From an optimization exercise on the open Yosys and OpenROAD flow, aimed at small area and a short achievable clock period; shortcuts taken in it are not production practice. At most, simulation tests tie the RTL to the original design; equivalence was not proved. Power and IR drop assume default switching activity.

// committed_store_buffer
module committed_store_buffer #(
  parameter  int COMMIT_WIDTH = 4,
  parameter  int DEPTH        = 8,
  localparam int CNT_W        = $clog2(DEPTH) + 1
) (
  input  logic                         clk,
  input  logic                         rst,
  input  logic [COMMIT_WIDTH-1:0]      in_valid,
  input  logic [COMMIT_WIDTH*32-1:0]  in_addr,
  input  logic [COMMIT_WIDTH*32-1:0]  in_data,
  input  logic [COMMIT_WIDTH*4-1:0]   in_be,
  output logic [CNT_W-1:0]             free_slots,
  output logic                         empty,
  output logic                         overflow,
  output logic                         mem_req_valid,
  output logic [31:0]                  mem_req_addr,
  output logic [31:0]                  mem_req_data,
  output logic [3:0]                   mem_req_be,
  input  logic                         mem_req_ready,
  input  logic [31:0]                  ld_addr,
  output logic [3:0]                   fwd_mask,
  output logic [31:0]                  fwd_data
);
  logic [2:0] tail_q;
  logic [3:0] free_q;
  logic       ovf_q;
  ...
Size in the first run: ~550 flip-flops, roughly 420 I/O pins.
make LEC_CHECK=0 CAP_MARGIN=20 CORE_MARGIN=2 CORE_UTILIZATION=40 CTS_BUF_LIST=sky130_fd_sc_hd__clkbuf_4 SETUP_SLACK_MARGIN=3 SLEW_MARGIN=20 finish   # period 10.0 ns
run.sh (not shown) runs the stock make flow with config.mk's settings and CLKGATE_MAP_FILE= SYNTH_SCRIPT=/design/flow/synth_recipe.tcl, a recipe that flattens the netlist after the stock synthesis.
The first run ran to the end with no violations.
Edit:
CTS_BUF_LIST = unset   (was sky130_fd_sc_hd__clkbuf_4)
SETUP_SLACK_MARGIN = 4   (was 3)
Result:
- synthesized cell count stays the same
- routed wire length rises by 1.3%
- worst setup slack gets better by 100 ps
- hold slack is better by 7.8 ps
- area after synthesis stays the same
Edit:
SETUP_SLACK_MARGIN = 3   (was 4)
The changed run produced a clean layout. Total power falls by 2.8%. Global-route usage falls by 0.88 points. Setup slack gets worse by 79 ps. Core utilization falls by 2.5 points. Routed wire length falls by 2.2%. Count of clock-buffer cells in the layout rises by 3. Register-to-register slack gets worse by 550 ps.
Edit:
CTS_BUF_LIST = sky130_fd_sc_hd__clkbuf_8   (was unset)
Global-route usage stays flat.
Critical path depth went up by 2.
Power went down by 1.7%.
Cell count went up by 1.8%.
Fmax went down by 0.45%.
Routed wire length stays flat.
First-iteration DRC count hardly moves.
Function was not checked in any run of this note: the RTL went through the layout flow alone.

## job 101
committed_store_buffer, a different RTL version from the one above (not shown whole).
For scale: ~3300 cells after synthesis, roughly 550 flip-flops.
## committed_store_buffer
module committed_store_buffer #(
  parameter  int COMMIT_WIDTH = 4,
  parameter  int DEPTH        = 8,
  localparam int CNT_W        = $clog2(DEPTH) + 1
) (
  input  logic                         clk,
  input  logic                         rst,
  input  logic [COMMIT_WIDTH-1:0]      in_valid,
  input  logic [COMMIT_WIDTH*32-1:0]  in_addr,
  input  logic [COMMIT_WIDTH*32-1:0]  in_data,
  input  logic [COMMIT_WIDTH*4-1:0]   in_be,
  output logic [CNT_W-1:0]             free_slots,
  output logic                         empty,
  output logic                         overflow,
  output logic                         mem_req_valid,
  output logic [31:0]                  mem_req_addr,
  output logic [31:0]                  mem_req_data,
  output logic [3:0]                   mem_req_be,
  input  logic                         mem_req_ready,
  input  logic [31:0]                  ld_addr,
  output logic [3:0]                   fwd_mask,
  output logic [31:0]                  fwd_data
);
clock: 10.0 ns
lec_check: 0
cap_margin: 20
core_margin: 2
core_utilization: 40
cts_cluster_diameter: 100
cts_cluster_size: 20
slew_margin: 20
synth_hierarchical: 1
standard.sh (not shown) runs the stock make flow with config.mk's settings and CLKGATE_MAP_FILE= SYNTH_SCRIPT=/design/flow/synth_recipe.tcl, a recipe that flattens the netlist after the stock synthesis.
==> flow/flow/run.sh <==
#!/bin/bash
# The standard layout (standard.sh: unchanged synthesis, steps and
# scripts), run in two parts:
#  - port buffers that global placement inserts are sky130_fd_sc_hd__buf_1
#    instead of the default pick; every port still gets its own buffer;
#  - timing repair aims for 4 ns of setup slack up to and including CTS,
#    and for 0 ns (plain repair of violations) after global routing.
set -euo pipefail
export BUFFER_PORTS_ARGS="-buffer_cell sky130_fd_sc_hd__buf_1"
SETUP_SLACK_MARGIN=4 bash standard.sh cts > standard_to_cts.log 2>&1
SETUP_SLACK_MARGIN=0 bash standard.sh > standard_finish.log 2>&1
For job 102, these inputs were changed with respect to job 101:
diff --git a/flow/config.mk b/flow/config.mk
--- a/flow/config.mk
+++ b/flow/config.mk
@@ -14,0 +15 @@
+export TNS_END_PERCENT = 0
Diff job 101 -> job 102: fmax shows a reduction of 1.4%; final-layout worst hold slack shows no meaningful change; post-route cell area shows a reduction of about 2.3%; share of the synthesized area in compound gates (AO/OA/AOI/OAI) shows no meaningful change; wire length on met1 shows a reduction of 610 um. [job 102] power share of the clock group rose 0.4 points relative to job 101. Job 102 vs job 101: signed area change from the synthesized netlist to the final layout down. Re clock tree buffer depth: no difference whatsoever between job 102 and job 101. On clock skew, job 101 beats job 102. Relative to job 101, core utilization has gone down in job 102. Summary — multi-input gate area in the final layout, job 102 relative to job 101: lower, by 540 um^2.
Modified inputs, job 103 compared to job 102
diff --git a/flow/config.mk b/flow/config.mk
--- a/flow/config.mk
+++ b/flow/config.mk
@@ -10 +10 @@
-export CORE_UTILIZATION = 40
+export CORE_UTILIZATION = 65
@@ -15 +14,0 @@
-export TNS_END_PERCENT = 0
### Flow results
Measured against each other, job 102 and job 103 differ in power in sequential cells, the higher figure coming from job 103. Delta(critical path depth, job 103 - job 102) > 0. Area growth from synthesis to final layout was higher in the run labelled job 103. Finished layout cell area grows by a few percent when moving from job 102 to job 103. Looking at switching power as a share of total power, job 103 sits 1.2 points above job 102.
Edits applied to the flow inputs when going from job 103 to job 104:
diff --git a/flow/config.mk b/flow/config.mk
--- a/flow/config.mk
+++ b/flow/config.mk
@@ -10 +10 @@
-export CORE_UTILIZATION = 65
+export CORE_UTILIZATION = 55
Notes after the runs:
- Job 104: all stages complete, timing, DRC and antenna checks passed
- For job 103, the top routing layer in use was met5, unlike job 104, where it was met4.
- Comparing routed length on met2 for job 104 and job 103, the bigger number came from job 104.
- Relative to job 103, the die area measured on job 104 has increased by more than 10%.
- [compare] base=job 103 new=job 104: sequential cell area share essentially unchanged, worst hold slack decreased by 0.010 ns relative to the old numbers, combinational group share of total power increased 0.2 points.

re-timing with driven ports:
No port has a modelled driver above. Below, the same layouts with a new extraction and two added sets of constraints.
Step 1 (the two cells are an assumption about what drives the block):
set clk [get_ports {clk}]
set_driving_cell -lib_cell sky130_fd_sc_hd__clkbuf_16 $clk
set_driving_cell -lib_cell sky130_fd_sc_hd__buf_2 [delete_from_list [all_inputs] $clk]
Step 2 times the ports against the registers' clock, not the clock port: input delays grow and output delays shrink by t, the midpoint of the rising clock arrivals with the driver on.
a / b / c = ideal ports / drivers / drivers and shift; a / b = the first two.
run	t, ns	setup slack, ns	clock arrival spread, ns
the first run of note 1	1.038	2.844 / 2.781 / 2.609	0.109 / 0.109
the second run of note 1	0.712	2.944 / 2.875 / 2.875	0.033 / 0.033
the third run of note 1	0.711	2.865 / 2.824 / 2.764	0.031 / 0.032
the fourth run of note 1	0.768	2.832 / 2.739 / 2.739	0.053 / 0.054
job 101	0.691	3.544 / 3.490 / 3.380	0.023 / 0.024
job 102	0.697	3.455 / 3.413 / 3.292	0.029 / 0.029
job 103	0.710	3.577 / 3.531 / 3.023	0.030 / 0.030
job 104	0.710	3.613 / 3.557 / 3.163	0.030 / 0.030
After both steps setup and hold are still met in every run listed. For job 103, which loses most, drivers alone change the setup slack by -0.046 ns; drivers and shift together by -0.554 ns.
